What follows belongs to an exercise in optimizing a design on an open flow for small area; a production flow would make more cautious choices. The RTL was checked by simulation tests, not by an equivalence proof against the original design. Power is estimated from default activity; no workload was simulated. No driver is modelled on the clock port, so clocking that relies on it looks cheaper here than on a real chip.

## job 9883
==> flow/design.v (excerpt) <==
module mcpu_ram_loader #(
    parameter int WORD_SIZE  = 8,
    parameter int ADDR_WIDTH = 8,
    parameter int LOAD_LEN   = 1 << ADDR_WIDTH
) (
    input  logic                  clk,
    input  logic                  reset,
    input  logic                  start,
    input  logic                  s_valid,
    input  logic [WORD_SIZE-1:0]  s_data,
    output logic                  s_ready,
    output logic                  we,
    output logic [WORD_SIZE-1:0]  datawr,
    output logic                  re,
    output logic [ADDR_WIDTH-1:0] addr,
    input  logic [WORD_SIZE-1:0]  datard,
    output logic [ADDR_WIDTH-1:0] instraddr,
    input  logic [WORD_SIZE-1:0]  instrrd,
    output logic                  busy,
    output logic                  done,
    output logic                  error,
    output logic [ADDR_WIDTH:0]   err_count,
    output logic [ADDR_WIDTH-1:0] first_err_addr
);
Size: ~2800 cells after synthesis, about 75 I/O pins.
clock: 10.0 ns
lec_check: 0
cap_margin: 20
core_margin: 2
core_utilization: 40
slew_margin: 20
standard.sh (not shown) runs the stock make flow with config.mk's settings and CLKGATE_MAP_FILE= SYNTH_SCRIPT=/design/flow/synth_recipe.tcl, a recipe that flattens the netlist after the stock synthesis.
==> flow/flow/run.sh <==
#!/bin/bash
# Standard ORFS layout, with a leaner clock tree: no dummy loads, clkbuf_8
# leaf buffers driving clusters of up to 16 flip-flops; and buf_1 port buffers.
set -euo pipefail
export CTS_ARGS="-sink_clustering_enable -repair_clock_nets -dont_use_dummy_load -buf_list sky130_fd_sc_hd__clkbuf_8 -sink_clustering_size 16 -sink_clustering_max_diameter 60"
export BUFFER_PORTS_ARGS="-buffer_cell sky130_fd_sc_hd__buf_1"
bash standard.sh > standard.log 2>&1
In summary, job 9883 completed successfully, with a layout that passed the timing, design-rule and antenna checks.
Input-level comparison between job 9297 and job 9883:
- changing CORE_UTILIZATION from 40 to 60
- setting CTS_CLUSTER_SIZE to 30 for the first time
- setting CTS_BUF_LIST to sky130_fd_sc_hd__clkbuf_8 for the first time
==> flow/run.sh (new file) <==
#!/bin/bash
# synth_recipe.tcl (not shown) runs the flow's synth.tcl, then flattens the netlist and writes it again
# the make line also repeats each setting of config.mk as NAME=value (left out here)
make -C /OpenROAD-flow-scripts/flow DESIGN_CONFIG=/design/flow/config.mk WORK_HOME=/design/flow/orfs CLKGATE_MAP_FILE= SYNTH_SCRIPT=/design/flow/synth_recipe.tcl finish
removed: flow/flow/run.sh
removed: flow/standard.sh
Notes after the runs:
Measured against each other, job 9883 and job 9297 differ in share of the clock period used by the worst path after layout, the higher figure coming from job 9297.
When job 9297 is set beside job 9883, its share of the final layout cell area in multi-input gates turns out to be 0.64 points smaller.
Job 9883 → job 9297: slew of the pin with the lowest slew margin rose by 0.16 ns, placed cell area lower.
What job 2095 does differently from job 9297 at the input level:
- a deleted CTS_CLUSTER_SIZE that had been 30
- a change of CORE_UTILIZATION from 60 to 40
- a deleted CTS_BUF_LIST that had been sky130_fd_sc_hd__clkbuf_8
==> flow/flow/run.sh (new file) <==
#!/bin/bash
# Standard ORFS layout, with a leaner clock tree: no dummy loads, clkbuf_8
# leaf buffers driving clusters of up to 16 flip-flops; and buf_1 port buffers.
set -euo pipefail
export CTS_ARGS="-sink_clustering_enable -repair_clock_nets -dont_use_dummy_load -sink_clustering_size 30 -sink_clustering_max_diameter 150"
bash standard.sh > standard.log 2>&1
==> flow/standard.sh (new file) <==
#!/bin/bash
# synth_recipe.tcl (not shown) runs the flow's synth.tcl, then flattens the netlist and writes it again
# the make line also repeats each setting of config.mk as NAME=value (left out here)
make -C /OpenROAD-flow-scripts/flow DESIGN_CONFIG=/design/flow/config.mk WORK_HOME=/design/flow/orfs CLKGATE_MAP_FILE= SYNTH_SCRIPT=/design/flow/synth_recipe.tcl "${@:-finish}"
removed: flow/run.sh
### Flow results
Job 2095 vs job 9297: core utilization of the finished layout down
Going from job 9297 to job 2095, the aggregate global-route resource usage was found to have gone down by 7.4 points.
A cell with the largest stage delay on the worst path of sky130_fd_sc_hd__clkdlybuf4s50_1 is what job 2095 shows, while sky130_fd_sc_hd__inv_1 belongs to job 9297.
Relative to job 9297, count of inserted antenna diode cells decreased by 4 in job 2095.
Final critical delay including setup and external delays: job 2095 vs job 9297 down 0.55 ns
STATUS final cell area excluding filler cells: job 2095 wins against job 9297
[job 2095 vs job 9297] worst setup slack: higher in job 2095
Relative to job 9297, switching share of total power has gone down in job 2095.

* * *

== run A ==
Another version of the RTL of mcpu_ram_loader (not shown whole).
Size: roughly 2700 cells after synthesis, roughly 0.047 mm2 of cells after synthesis.
clock: 10.0 ns
lec_check: 0
cap_margin: 20
core_margin: 2
core_utilization: 40
slew_margin: 20
==> flow/flow/run.sh <==
#!/bin/bash
# Standard ORFS layout with three changes:
#  - after the standard synthesis, the combinational logic is mapped again
#    with Yosys's default ABC script, which gives a smaller netlist; every
#    register keeps its instance name and cell, and the new netlist is only
#    used if Yosys proves it equivalent to the standard one;
#  - a leaner clock tree: no dummy loads, clkbuf_8 leaf buffers driving
#    clusters of up to 19 flip-flops;
#  - buf_1 port buffers.
# Each tool's output goes to a log file of its own in this folder.
set -euo pipefail
P=${FLOW_PLATFORM:-sky130hd}
TOP=${FLOW_TOP:-mcpu_ram_loader}
FH=${FLOW_HOME:-/OpenROAD-flow-scripts/flow}
LIB=$FH/platforms/$P/lib/sky130_fd_sc_hd__tt_025C_1v80.lib
R=orfs/results/$P/mcpu_ram_loader/base
YOSYS=$(command -v yosys || echo "$FH/../tools/install/yosys/bin/yosys")
export CTS_ARGS="-sink_clustering_enable -repair_clock_nets -dont_use_dummy_load -buf_list sky130_fd_sc_hd__clkbuf_8 -sink_clustering_size 19 -sink_clustering_max_diameter 60"
export BUFFER_PORTS_ARGS="-buffer_cell sky130_fd_sc_hd__buf_1"

bash standard.sh synth > synth.log 2>&1

# ---- map the combinational logic again ----
cp $R/1_2_yosys.v std_netlist.v
python3 flow/mkcells.py $LIB comb_cells.v > mkcells.log 2>&1
DU=$(make -s -C $FH DESIGN_CONFIG=$PWD/config.mk WORK_HOME=$PWD/orfs print-DONT_USE_CELLS 2> make_print.log | tail -1 | tr ' ' '\n' | grep '^sky130' | sed 's/^/-dont_use /' | tr '\n' ' ' || true)
cat > remap.ys <<YS
read_verilog comb_cells.v
read_liberty -lib -ignore_redef $LIB
read_verilog std_netlist.v
hierarchy -top $TOP
flatten
opt_clean -purge
simplemap
abc -liberty $LIB $DU
opt_clean -purge
rename -hide w:_*_.*
opt_clean -purge
hilomap -singleton -hicell sky130_fd_sc_hd__conb_1 HI -locell sky130_fd_sc_hd__conb_1 LO
insbuf -buf sky130_fd_sc_hd__buf_1 A X
read_liberty -lib -ignore_redef $LIB
check -assert -mapped
stat -liberty $LIB
write_verilog -noattr -nohex -nodec remap_netlist.v
YS
ok=0
if $YOSYS -s remap.ys > remap.log 2>&1; then
  # same registers: instance names and cell types
  grep -oE '^\s*sky130_fd_sc_hd__e?df[a-z]*_[0-9]+ \S+' std_netlist.v | sort > regs_std.txt || true
  grep -oE '^\s*sky130_fd_sc_hd__e?df[a-z]*_[0-9]+ \S+' remap_netlist.v | sort > regs_new.txt || true
  if [[ -s regs_std.txt ]] && cmp -s regs_std.txt regs_new.txt; then
    sed "s/^module $TOP\b/module gold/" std_netlist.v > eq_gold.v
    sed -e "s/^module $TOP\b/module gate/" -e 's/\b_\([0-9][0-9]*\)_\b/gx_\1_/g' remap_netlist.v > eq_gate.v
    cat > equiv.ys <<YS
read_verilog comb_cells.v
read_liberty -lib -ignore_redef $LIB
read_verilog eq_gold.v
read_verilog eq_gate.v
hierarchy -check
flatten gold gate
opt_clean
simplemap
equiv_make gold gate eq
hierarchy -top eq
equiv_simple
equiv_induct
equiv_status -assert
YS
    if $YOSYS -s equiv.ys > equiv.log 2>&1; then ok=1; fi
  fi
fi
if [[ $ok == 1 ]]; then
  echo "remapped netlist used" > remap_result.txt
  cp remap_netlist.v $R/1_2_yosys.v
  rm -f $R/1_synth.odb $R/1_synth.sdc
else
  echo "standard netlist kept" > remap_result.txt
fi

bash standard.sh > standard.log 2>&1
Other scripts of this flow, unchanged in this note and not shown: flow/flow/mkcells.py
Run A did not stop at any stage, and its layout met the timing, design-rule and antenna checks.
Here is what was changed in the inputs of run B compared with run A.
diff --git a/flow/flow/run.sh b/flow/flow/run.sh
--- a/flow/flow/run.sh
+++ b/flow/flow/run.sh
@@ -4 +4 @@
-#    with Yosys's default ABC script, which gives a smaller netlist; every
+#    with an area-oriented ABC script, which gives a smaller netlist; every
@@ -35 +35 @@
-abc -liberty $LIB $DU
+abc -liberty $LIB $DU -script +strash;dc2;dc2;strash;dch,-f;map,-a;topo;dnsize;amap
Findings:
- Run A ran to completion and came out clean on the timing, design-rule and antenna checks.
- Run B finished every stage and its layout cleared the timing, design-rule and antenna checks.
- A endpoint of the most critical setup path of addr[0] is what run A shows, while first_err_addr[7] belongs to run B.
- Cmp run B vs run A: clock-buffer cell count lower in run B
- Changes observed in run B relative to run A: starting density of the core went up by 0.19 points; total power increased by 48% relative to the old numbers; total leakage power rose by 1.4%; worst hold slack shows a reduction of 0.024 ns.

[re-timing with driven ports]
The flow's constraints put no driver on any port. The routed layouts listed below were extracted and timed again, unchanged, in two steps. Step 1 (the two cells are an assumption about what drives the block):
set clk [get_ports {clk}]
set_driving_cell -lib_cell sky130_fd_sc_hd__clkbuf_16 $clk
set_driving_cell -lib_cell sky130_fd_sc_hd__buf_2 [delete_from_list [all_inputs] $clk]
Step 2 times the ports against the registers' clock, not the clock port: input delays grow and output delays shrink by t, the midpoint of the rising clock arrivals with the driver on. Slacks: no drivers / after step 1 / after step 2; pairs: no drivers / after step 1.
| run | t, ns | setup slack, ns | clock arrival spread, ns |
|---|---|---|---|
| job 9883 | 0.856 | 4.746 / 4.684 / 4.575 | 0.100 / 0.100 |
| job 9297 | 0.923 | 4.003 / 3.945 / 4.869 | 0.090 / 0.091 |
| job 2095 | 0.701 | 4.555 / 4.490 / 4.470 | 0.064 / 0.064 |
| run A | 0.830 | 5.000 / 4.933 / 4.759 | 0.133 / 0.132 |
| run B | 0.805 | 5.009 / 5.009 / 4.679 | 0.131 / 0.131 |
After both steps setup and hold are still met in every run listed. The setup slack of run B, which loses most, moves by 0.000 ns with the drivers and by -0.330 ns with both steps.
